This design comes from an exercise in tuning for small area, a short achievable clock period and few clock cycles per item on the open sky130 flow, not from production work. The RTL was checked by simulation tests, not by an equivalence proof against the original design.

## flow/design.v (module list and top-level ports; edited modules follow where they fit)
// module fullcon_seq_mac: 5795 lines
module fullcon_seq_mac #(
   parameter int DEPTH_IN     = 12,
   parameter int N_OUT        = 4,
   parameter int LANES        = 12,
   parameter int WIDTH_DATA   = 16,
   parameter int WIDTH_KERNEL = 8,
   parameter int RELU_EN      = 0
) (
   input  logic                                   clk,
   input  logic                                   rst,
   input  logic                                   in_valid,
   output logic                                   in_ready,
   input  logic [WIDTH_DATA*DEPTH_IN-1:0]         data_in,
   input  logic [WIDTH_KERNEL*DEPTH_IN*N_OUT-1:0] kernel_in,
   input  logic [(WIDTH_DATA+WIDTH_KERNEL+$clog2(DEPTH_IN)+1)*N_OUT-1:0] bias_in,
   output logic                                   out_valid,
   input  logic                                   out_ready,
   output logic [WIDTH_DATA+WIDTH_KERNEL+$clog2(DEPTH_IN):0] data_o,
   output logic [((N_OUT > 1) ? $clog2(N_OUT) : 1)-1:0] out_idx,
   output logic                                   out_last
);
  // ...
==> flow/flow/run.sh <==
#!/bin/bash
set -euo pipefail
export BUFFER_PORTS_ARGS="-buffer_cell sky130_fd_sc_hd__buf_1"
bash standard.sh finish > standard.log 2>&1
==> flow/standard.sh <==
#!/bin/bash
# synth_recipe.tcl (not shown) runs the flow's synth.tcl, then flattens the netlist and writes it again
# the make line also repeats each setting of config.mk as NAME=value (left out here)
make -C /OpenROAD-flow-scripts/flow DESIGN_CONFIG=/design/flow/config.mk WORK_HOME=/design/flow/orfs CLKGATE_MAP_FILE= SYNTH_SCRIPT=/design/flow/synth_recipe.tcl "${@:-finish}"
==> flow/config.mk <==
export PLATFORM = sky130hd
export DESIGN_NAME = fullcon_seq_mac
export DESIGN_NICKNAME = fullcon_seq_mac
export VERILOG_FILES = /design/flow/design.v
export SDC_FILE = /design/flow/constraint.sdc
export NUM_CORES = 4
export LEC_CHECK = 0
export CAP_MARGIN = 20
export CORE_MARGIN = 2
export CORE_UTILIZATION = 40
export SLEW_MARGIN = 20
==> flow/constraint.sdc <==
create_clock -name core_clock -period 12.0 [get_ports {clk}]
set_input_delay 2.4000 -clock core_clock [delete_from_list [all_inputs] [get_ports {clk}]]
set_output_delay 2.4000 -clock core_clock [all_outputs]
set_load 0.01 [all_outputs]
==> summary.txt, run 1 <==
Floorplan
  – I/O pins: 730
  – # rows: 160

Layout
  – Sequential portion of the cell area: a little under two fifths
  – Largest class: multi-input gates
  – Commonest non-fill, non-tap cell in the layout: nand2_1
  – Max FFs per register: 306
  – Non-clock buffer total of the final layout: 785
  – Layout cell share with drive strength beyond 1: about 4.5%

Yosys
  – Compound-cell area share of the yosys netlist: between 9 and 10%
  – Synth top cells by count: 1213 x nand2_1, 811 x inv_1, 810 x fa_1
  – Syn. warnings: 1
  – Syn_area_per_cell: around 11 sq um
  – Area fraction of the dominant cell type after synthesis: between 30% and 40%
  – Synthesized flop and latch total: roughly 1200

CTS
  – CTS tree: yes
  – Hold-fix buffers, CTS: 0
  – Insertion delay to the later sink of the worst-skew pair: ~0.83 ns
  – Htree depth: 4
  – Clk slew on worst S/H paths: roughly 0.06 ns

Routing
  – Via count: 53300
  – Met1 wire length: 98200 um
  – DRC viols: 0
  – Drt pass-1 iters: 7

STA
  – Worst Tran Pin Value: 1.17 ns
  – Final Hold Viols: 0
  – Max Clock Skew: around 0.058 ns
  – RSZ-0062 raised after global routing: false

Setup path
  – Setup crit end: hd_two_q[39]
  – Critical Path Start: in_valid
  – Arr. time, crit path: between 5 and 6 ns
  – CP cell instances: buf_1 -> nand2_4 -> inv_8 -> buf_12 -> buf_4 -> mux2i_1 -> nor2_1 -> nand2_1 -> o21ai_0
  – Crit Reg-Reg Endpoint: cs1_q[132]
  – Worst endpoint required time: between 10 and 15 ns

Global route
  – M1 GR Usage: between 30% and 40%
  – Gr busiest metal: met2
  – Initial antenna violation count: 50
  – Number of global-route vias before repair: around 54000

Status
  – Outcome: finished clean
Testbench counts, summed over its fixed seeds: cycles 1,568, items 1,536.
==> run 2: changes to the inputs <==
--- a/flow/design.v
+++ b/flow/design.v
@@ -32,16 +32,17 @@
    logic [S:0]             pv_q;        
    logic [QD-1:0][WA-1:0]  q_q;         
    logic [QD-1:0]          qt_q;        
    logic [QD-1:0]          ot_q;        
    logic                   ov_q;        
    logic [1:0]             oi_q;        
    logic issue, accept, last_n, pop, push;
    logic issue_q, in_ready_q;           
+   logic ld_n_q;                        
    logic vld_nx, room_nopop, room_pop, room_d, last_nx;
    logic [QD-1:0] ot_nopop, ot_pop, qt_nopop, qt_pop;
    assign last_n   = (n_q == 2'd3);
    assign issue    = issue_q;
    assign in_ready = in_ready_q;
    assign accept   = in_valid && in_ready;
    assign pop      = ov_q && out_ready;
    assign pv_q[0]  = issue;
@@ -56,58 +57,63 @@
    assign qt_nopop   = push ? {qt_q[QD-2:0], 1'b1} : qt_q;
    assign qt_pop     = push ? qt_q : {1'b0, qt_q[QD-1:1]};
    always_ff @(posedge clk) begin
       if (rst) begin
          vld_q      <= 1'b0;
          n_q        <= 2'd0;
          issue_q    <= 1'b0;
          in_ready_q <= 1'b1;
+         ld_n_q     <= 1'b0;
          ot_q       <= '0;
       end else begin
          ot_q <= pop ? ot_pop : ot_nopop;
          if (accept) begin
             vld_q      <= 1'b1;
             n_q        <= 2'd0;
             issue_q    <= room_d;
             in_ready_q <= 1'b0;
+            ld_n_q     <= 1'b1;
          end else begin
             vld_q      <= vld_nx;
             n_q        <= n_q + 2'(issue);
             issue_q    <= vld_nx && room_d;
             in_ready_q <= !vld_nx || (last_nx && room_d);
+            ld_n_q     <= !(!vld_nx || (last_nx && room_d));
          end
       end
    end
    logic [11:0][7:0] hd_w;      
    logic [11:0][3:0] hd_one, hd_two, hd_neg;
-   assign hd_w = accept ? kernel_in[95:0] : kern_q[1];
+   logic ld;
+   assign ld   = !ld_n_q;
+   assign hd_w = ld ? kernel_in[95:0] : kern_q[1];
    always_comb begin
       for (int i = 0; i < 12; i++) begin
          for (int k = 0; k < 4; k++) begin
             logic w2, w1, w0;
             w2 = hd_w[i][2*k+1];
             w1 = hd_w[i][2*k];
             w0 = (k == 0) ? 1'b0 : hd_w[i][2*k-1];
             hd_one[i][k] = w1 ^ w0;
             hd_two[i][k] = (w2 & ~w1 & ~w0) | (~w2 & w1 & w0);
             hd_neg[i][k] = w2;
          end
       end
    end
    always_ff @(posedge clk) begin
-      if (accept) data_q <= data_in;
+      if (ld) data_q <= data_in;
    end
    always_ff @(posedge clk) begin
-      if (accept || issue) begin
+      if (ld || issue) begin
          hd_one_q <= hd_one;
          hd_two_q <= hd_two;
          hd_neg_q <= hd_neg;
       end
-      if (accept) begin
+      if (ld) begin
          kern_q <= kernel_in[383:96];
          bias_q <= bias_in;
       end else if (issue) begin
          kern_q[1] <= kern_q[2];
          kern_q[2] <= kern_q[3];
          for (int n = 0; n < 3; n++) bias_q[n] <= bias_q[n+1];
       end
    end
==> flow/config.mk (replaced) <==
export PLATFORM = sky130hd
export DESIGN_NAME = fullcon_seq_mac
export DESIGN_NICKNAME = fullcon_seq_mac
export VERILOG_FILES = /design/flow/design.v
export SDC_FILE = /design/flow/constraint.sdc
export NUM_CORES = 4
export LEC_CHECK = 0
export CAP_MARGIN = 40
export CORE_MARGIN = 2
export CORE_UTILIZATION = 40
export CTS_CLUSTER_SIZE = 20
export SLEW_MARGIN = 65
==> run 2 against run 1 <==
Global-route usage down 0.77 points. Synthesized cell count decreased by 9.5%. Highest routed layer unchanged. Now fails the layout checks on antenna rules. First-iteration DRC count shrank 0.24%. Register-to-register slack better by 0.24 ns. Cell count shrank 3.8%. Clock skew is 0.0048 ns higher. Sequential cell count is 1 higher. Utilization is 1.1 points higher.
==> summary.txt, run 2 <==
STA
  – Slew HR: 61.8% (was 22.0%)
  – Crit path time final: 3.91 ns (was 4.97 ns)
  – Max Clock Skew: 0.0625 ns (was 0.0577 ns)
  – Max-slew violation count: 0 (unchanged)
  – Setup TNS: 0 ns (unchanged)
  – RSZ-0062 raised after global routing: false (unchanged)
  – Final period util: 32.6% (was 41.4%)
  – Highest clock rate: 255 MHz (was 201 MHz)
  – # setup viols final: 0 (unchanged)
  – Worst Tran Pin Value: 0.570 ns (was 1.17 ns)
  – Final Hold Viols: 0 (unchanged)

Floorplan
  – I/O pins: 730 (unchanged)
  – Initial Util: 40.1% (was 40.3%)
  – Core Region: 192000 sq um (was 191000 sq um)
  – # rows: 161 (was 160)
  – Die H: 443 um (was 442 um)
  – Die Width: 443 um (was 442 um)
  – Overall die area: 196000 sq um (about the same)

Yosys
  – Syn_area_per_cell: 12.1 sq um (was 11.0 sq um)
  – Synthesized area: 77000 sq um (was 76900 sq um)
  – Syn nets: 7907 (was 8576)
  – Most frequent cell after synthesis: inv_1 (was nand2_1)
  – Area contributors post-synth: edfxtp_1 30%, fa_1 21%, dfxtp_1 12%, a22oi_1 7.1%, xnor2_1 5.4% (was edfxtp_1 30%, fa_1 21%, dfxtp_1 12%, a22oi_1 7.1%, nand2_1 5.9%)
  – Netlist cell types: 73 (was 71)
  – Area fraction of the dominant cell type after synthesis: 30.0% (about the same)
  – Async SR Flop Fraction: 0% (unchanged)
  – Syn. warnings: 1 (unchanged)
  – Mapped Cells: 6342 (was 7011)
  – Part of the Yosys area used for sequential elements: 42.3% (about the same)
  – Synthesized flop and latch total: 1241 (was 1240)
  – Post-synth top flop: edfxtp_1 (unchanged)
  – EDFF count, synth: 769 (unchanged)
  – Synth top cells by count: 835 x inv_1, 810 x fa_1, 769 x edfxtp_1 (was 1213 x nand2_1, 811 x inv_1, 810 x fa_1)
  – Area leader, netlist: edfxtp_1 (unchanged)

Global route
  – Largest net degree at the start of global routing: 106 (was 175)
  – Number of global-route vias before repair: 53000 (was 53700)
  – Initial antenna violation count: 28 (was 50)
  – Overflow after GRT: 0 (unchanged)
  – Total Routing Usage GR: 25.9% (was 26.7%)
  – First-pass GRT wire length: 367000 um (was 377000 um)

Status
  – Outcome: failed layout checks (was finished clean)
  – Fail Reasons: antenna rules

Layout
  – Max FFs per register: 306 (unchanged)
  – Synth-to-layout area growth: 14.8% (was 11.5%)
  – Largest Register: cs1_q (unchanged)
  – Top flop regs: cs1_q: 306 flops, kern_q: 288 flops, data_q: 192 flops (unchanged)
  – Nets@finish: 8518 (was 8910)
  – Layout cell share with drive strength beyond 1: 13.4% (was 4.49%)
  – Leading cell types in the layout, fill and taps excluded: 831 x inv_1, 807 x fa_1, 769 x edfxtp_1 (was 1211 x nand2_1, 811 x inv_1, 810 x fa_1)
  – Fillers: 17500 (was 17900)
  – Commonest non-fill, non-tap cell in the layout: inv_1 (was nand2_1)
  – Area occupied by multi-input gates: 39100 sq um (was 38800 sq um)
  – Reg area: 32500 sq um (about the same)

Setup path
  – Arr. time, crit path: 1.51 ns (was 5.52 ns)
  – Critical Path Fanout Max: 3 (was 159)
  – Reg-to-Reg Start: hd_two_q[2] (was hd_neg_q[2])
  – Critical Path End Type: output port (was flip-flop)
  – Worst Reg-to-Reg Cells: 9 (was 7)
  – Worst endpoint required time: 9.60 ns (was 12.55 ns)
  – Crit Reg-Reg Endpoint: cs1_q[80] (was cs1_q[132])
  – Critical path type: reg -> out (was in -> reg)
  – Flop-to-flop setup slack: 8.18 ns (was 7.94 ns)
  – Setup crit start kind: flip-flop (was input port)

Placement
  – Port buffer count: 729 (unchanged)
  – Placer Congestion: 0.986 (was 0.972)
  – DP HPWL: 209000 um (was 210000 um)

Routing
  – Post-Route WL: 256000 um (was 264000 um)
  – Drt pass-1 iters: 6 (was 7)
  – DRC viols: 0 (unchanged)
  – Final ANT Viol Nets: 1 (was 0)
  – Avg WL per Cell: 26.6 um (was 26.5 um)
  – Via count: 50900 (was 53300)
  – DRC marker count from the first detailed-route iteration: 5895 (was 5909)
  – Vias/cell: 5.29 (was 5.33)

Min path
  – Hold WC Path Type: reg -> reg (unchanged)
  – Hold path startpoint: bias_q[28] (unchanged)
  – Min-Delay Endpoint: c2629 (unchanged)
  – Hold path cells: 0 (unchanged)

CTS
  – Longest Clk Path Bufs: 3 (unchanged)
  – Post_cts resized: 0 (unchanged)
  – Clk sink count: 1241 (was 1240)
  – CTS buffer count: 145 (was 143)
  – Insertion delay to the later sink of the worst-skew pair: 0.84 ns (was 0.83 ns)
  – CTS root buffer: clkbuf_16 (unchanged)
  – Hold-fix buffers, CTS: 0 (unchanged)
  – CTS tree: yes (unchanged)
  – Htree depth: 4 (unchanged)
  – Setup Buffers After CTS: 0 (unchanged)
  – Clk slew on worst S/H paths: 0.07 ns (was 0.06 ns)

Flow run
  – Max_cap viols: 0 (unchanged)
## run 2: critical path, cell delays in order (launching register included)
cell and delay [ns]:
dfxtp_1 0.38, ha_1 0.16, buf_1 0.15
## run 2: worst max-delay path by stage
stage	startpoint	end	slack [ns]	depth (start not counted)
floorplan	ld_n_q	bias_q[0]	0.46	5
finish	oi_q[0]	out_last	8.09	2
global placement	out_ready	q_q[91]	7.08	7
global route	oi_q[0]	out_last	8.01	2
detailed placement	out_ready	ld_n_q	7.66	9
CTS	oi_q[0]	out_last	8.01	2
## run 2: layout make-up
type	instances	share of cell area [%]
Antenna cell	16	0.0453
Clock buffer	187	4.54
Clock inverter	77	0.947
Inverter	838	3.59
Multi-Input combinational cell	3693	44.2
Sequential cell	1241	36.8
Tap cell	2526	3.58
Timing Repair Buffer	1034	6.25
## run 2: per-layer routing
layer  part of all wire [%]  GRT usage, %
met5                  0.048             0
met4                    5.8          13.2
met3                    8.3          5.75
met2                     48          42.5
met1                     38          32.1
## run 2: kinds of logic after synthesis
logic type,after synthesis,share of synthesized area [%]
flops,1241,42.3
fa+ha+maj,869,22.0
mux,406,5.80
buf+inv,1408,7.35
compound gates,1094,10.0
simple gates,441,2.46
xor+xnor,883,10.1
## run 2: stage by stage
step	instance area [sq um]	worst slack [ns]	hold WS, ns	cells	utilization, %
after global placement	80700	7.08	0.332	9061	42.1
after CTS	88200	8.01	0.346	9589	45.9
after detailed placement	83400	7.66	0.332	9325	43.4
after floorplan	77000	0.461	0.323	6342	-
final	88400	8.09	0.342	9612	46.1
after global routing	88400	8.01	0.354	9598	46.0
Testbench counts of run 2, summed over its fixed seeds: cycles 1,568, items 1,536.
==> run 3: changes to the inputs <==
--- a/flow/config.mk
+++ b/flow/config.mk
@@ -10,3 +10,2 @@
 export CORE_UTILIZATION = 40
-export CTS_CLUSTER_SIZE = 20
 export SLEW_MARGIN = 65
==> run 3 against run 2 <==
Now clean on timing, DRC and antenna. Non-clock buffer count increased by 2. Sequential share of layout area increased by 0.060 points. Cell count about the same. Routed wire length about the same. Clock-buffer cell count increased by 3. Setup slack improved by 0.011 ns. Sequential cell count unchanged. Die area unchanged. Synthesized cell count unchanged.
==> summary.txt, run 3 <==
Yosys
  – EDFF count, synth: 769 (unchanged)
  – Part of the Yosys area used for sequential elements: 42.3% (unchanged)
  – Syn. warnings: 1 (unchanged)
  – Async SR Flop Fraction: 0% (unchanged)
  – Syn_area_per_cell: 12.1 sq um (unchanged)
  – Area fraction of the dominant cell type after synthesis: 30.0% (unchanged)
  – Post-synth top flop: edfxtp_1 (unchanged)
  – Most frequent cell after synthesis: inv_1 (unchanged)
  – Synthesized area: 77000 sq um (unchanged)
  – Area leader, netlist: edfxtp_1 (unchanged)
  – Synthesized flop and latch total: 1241 (unchanged)
  – Netlist cell types: 73 (unchanged)
  – Area contributors post-synth: edfxtp_1 30%, fa_1 21%, dfxtp_1 12%, a22oi_1 7.1%, xnor2_1 5.4% (unchanged)
  – Syn nets: 7907 (unchanged)
  – Mapped Cells: 6342 (unchanged)
  – Synth top cells by count: 835 x inv_1, 810 x fa_1, 769 x edfxtp_1 (unchanged)

Setup path
  – Critical path type: reg -> out (unchanged)
  – Worst endpoint required time: 9.60 ns (about the same)
  – Crit path max-delay family: flip-flops (unchanged)
  – CP max stage delay: 0.38 ns (about the same)
  – Critical Path Fanout Max: 3 (unchanged)
  – Critical Path End Type: output port (unchanged)
  – Arr. time, crit path: 1.50 ns (was 1.51 ns)
  – CP max-delay cell: dfxtp_1 (unchanged)
  – CP cell instances: ha_1 -> buf_1 (unchanged)
  – CP bufs+invs: 1 (unchanged)
  – Setup crit start kind: flip-flop (unchanged)

CTS
  – CTS buffer count: 145 (unchanged)
  – CTS root buffer: clkbuf_16 (unchanged)
  – Post_cts resized: 0 (unchanged)
  – Longest Clk Path Bufs: 3 (unchanged)
  – Htree depth: 4 (unchanged)
  – Insertion delay to the later sink of the worst-skew pair: 0.82 ns (was 0.84 ns)
  – CTS tree: yes (unchanged)
  – Setup Buffers After CTS: 0 (unchanged)
  – Clk sink count: 1241 (unchanged)
  – Hold-fix buffers, CTS: 0 (unchanged)
  – Clk slew on worst S/H paths: 0.07 ns (about the same)

Routing
  – DRC marker count from the first detailed-route iteration: 5497 (was 5895)
  – DRC viols: 0 (unchanged)
  – Post-Route WL: 256000 um (about the same)
  – Via count: 51100 (was 50900)
  – Final ANT Viol Nets: 0 (was 1)
  – Avg WL per Cell: 26.6 um (about the same)
  – Drt pass-1 iters: 9 (was 6)
  – Vias/cell: 5.32 (was 5.29)

STA
  – Max Clock Skew: 0.0382 ns (was 0.0625 ns)
  – Slew HR: 56.5% (was 61.8%)
  – Max-slew violation count: 0 (unchanged)
  – Final Hold Viols: 0 (unchanged)
  – Worst Tran Pin Value: 0.650 ns (was 0.570 ns)
  – Final period util: 32.5% (was 32.6%)
  – # setup viols final: 0 (unchanged)
  – Setup TNS: 0 ns (unchanged)
  – Highest clock rate: 256 MHz (was 255 MHz)
  – Crit path time final: 3.90 ns (was 3.91 ns)
  – RSZ-0062 raised after global routing: false (unchanged)

Global route
  – Largest net degree at the start of global routing: 106 (unchanged)
  – First-pass GRT wire length: 367000 um (about the same)
  – Overflow after GRT: 0 (unchanged)
  – Number of global-route vias before repair: 53000 (about the same)
  – Total Routing Usage GR: 25.9% (about the same)
  – Initial antenna violation count: 27 (was 28)

Layout
  – Fillers: 17500 (about the same)
  – Max FFs per register: 306 (unchanged)
  – Fin util: 46.0% (was 46.1%)
  – Synth-to-layout area growth: 14.6% (was 14.8%)
  – Area occupied by multi-input gates: 39100 sq um (unchanged)
  – Commonest non-fill, non-tap cell in the layout: inv_1 (unchanged)
  – Top flop regs: cs1_q: 306 flops, kern_q: 288 flops, data_q: 192 flops (unchanged)
  – Reg area: 32500 sq um (unchanged)
  – Largest Register: cs1_q (unchanged)
  – Nets@finish: 8520 (was 8518)
  – Layout cell share with drive strength beyond 1: 13.3% (was 13.4%)
  – Leading cell types in the layout, fill and taps excluded: 831 x inv_1, 807 x fa_1, 769 x edfxtp_1 (unchanged)

Floorplan
  – # rows: 161 (unchanged)
  – Die Width: 443 um (unchanged)
  – I/O pins: 730 (unchanged)
  – Overall die area: 196000 sq um (unchanged)
  – Initial Util: 40.1% (unchanged)
  – Core Region: 192000 sq um (unchanged)
  – Die H: 443 um (unchanged)

Placement
  – Placer Congestion: 0.986 (unchanged)
  – Port buffer count: 729 (unchanged)
  – DP HPWL: 209000 um (unchanged)

Status
  – Outcome: finished clean (was failed layout checks)

Min path
  – Hold WC Path Type: reg -> reg (unchanged)

Flow run
  – Max_cap viols: 0 (unchanged)
run 3: layout make-up:
class                   count  share of cell area, %
diodes                     10                 0.0284
clock buffers             190                   4.52
clock inverters            75                  0.808
inverters                 838                   3.60
multi-input cells        3693                   44.3
flip-flops and latches   1241                   36.9
well taps                2526                   3.58
repair buffers           1036                   6.27
run 3: kinds of logic (layout without fill, tap and decap cells):
logic type | after synthesis | in the layout | synth area share, %
adders and majority gates | 869 | 869 | 22.0
AOI/OAI and AO/OA | 1094 | 1094 | 10.0
muxes | 406 | 406 | 5.80
buffers and inverters | 1408 | 2139 | 7.35
and+or+nand+nor | 441 | 441 | 2.46
DFF | 1241 | 1241 | 42.3
xor gates and xnor gates | 883 | 883 | 10.1
other | 0 | 10 | 0
run 3: worst paths after layout:
check	start	to	slack (ns)	cells past startpoint
worst min-delay path	bias_q[28]	c2629	0.33	0
worst max-delay path	oi_q[0]	out_last	8.10	2
worst max register to register	hd_two_q[2]	cs1_q[80]	8.19	9
worst min register to register	bias_q[28]	c2629	0.33	0
run 3: worst register-to-register path: cells and delay by family (launching register included):
kind / cells / cell delay, ns
flops: 1 / 0.54
fa+ha+maj: 4 / 2.33
buf+inv: 3 / 0.46
compound gates: 1 / 0.20
xor+xnor: 1 / 0.14
run 3: per-stage QoR:
step / hold slack, ns / instance area [sq um] / cells / worst slack [ns]
after floorplan: 0.323 / 77000 / 6342 / 0.461
after global placement: 0.332 / 80700 / 9061 / 7.08
after detailed placement: 0.332 / 83400 / 9325 / 7.66
after CTS: 0.334 / 88100 / 9590 / 8.04
after global routing: 0.343 / 88200 / 9600 / 8.02
final: 0.335 / 88300 / 9609 / 8.10
run 3: routing by layer:
metal	share of wire, %	track usage [%]	up-vias
li1	-	-	22400
met1	38	32.3	25700
met2	48	42.2	2427
met3	8.3	5.49	524
met4	6.1	14.0	18
met5	0.049	0	-

separate check: timing with driven ports:
Ports are ideal in the flow. The routed layouts listed here were re-timed in OpenROAD. Step 1 (the two cells are an assumption about what drives the block):
set clk [get_ports {clk}]
set_driving_cell -lib_cell sky130_fd_sc_hd__clkbuf_16 $clk
set_driving_cell -lib_cell sky130_fd_sc_hd__buf_2 [delete_from_list [all_inputs] $clk]
Step 2 also shifts input and output timing later by t, the mid clock arrival at the registers, as if the neighbouring blocks saw the same clock. Slacks: ideal / step 1 / step 2; pairs: ideal / step 1.
| run | t, ns | slack for setup (ns) | worst setup path after step 2 | slew at the worst register clock pin (ns) |
|---|---|---|---|---|
| run 1 | 0.905 | 7.026 / 7.105 / 6.200 | input to register | 0.07 / 0.07 |
| run 2 | 0.906 | 8.086 / 7.990 / 7.626 | input to register | 0.07 / 0.07 |
| run 3 | 0.883 | 8.096 / 8.016 / 7.635 | input to register | 0.07 / 0.07 |
For run 1, which loses most, drivers alone change the setup slack by +0.079 ns; drivers and shift together by -0.826 ns.
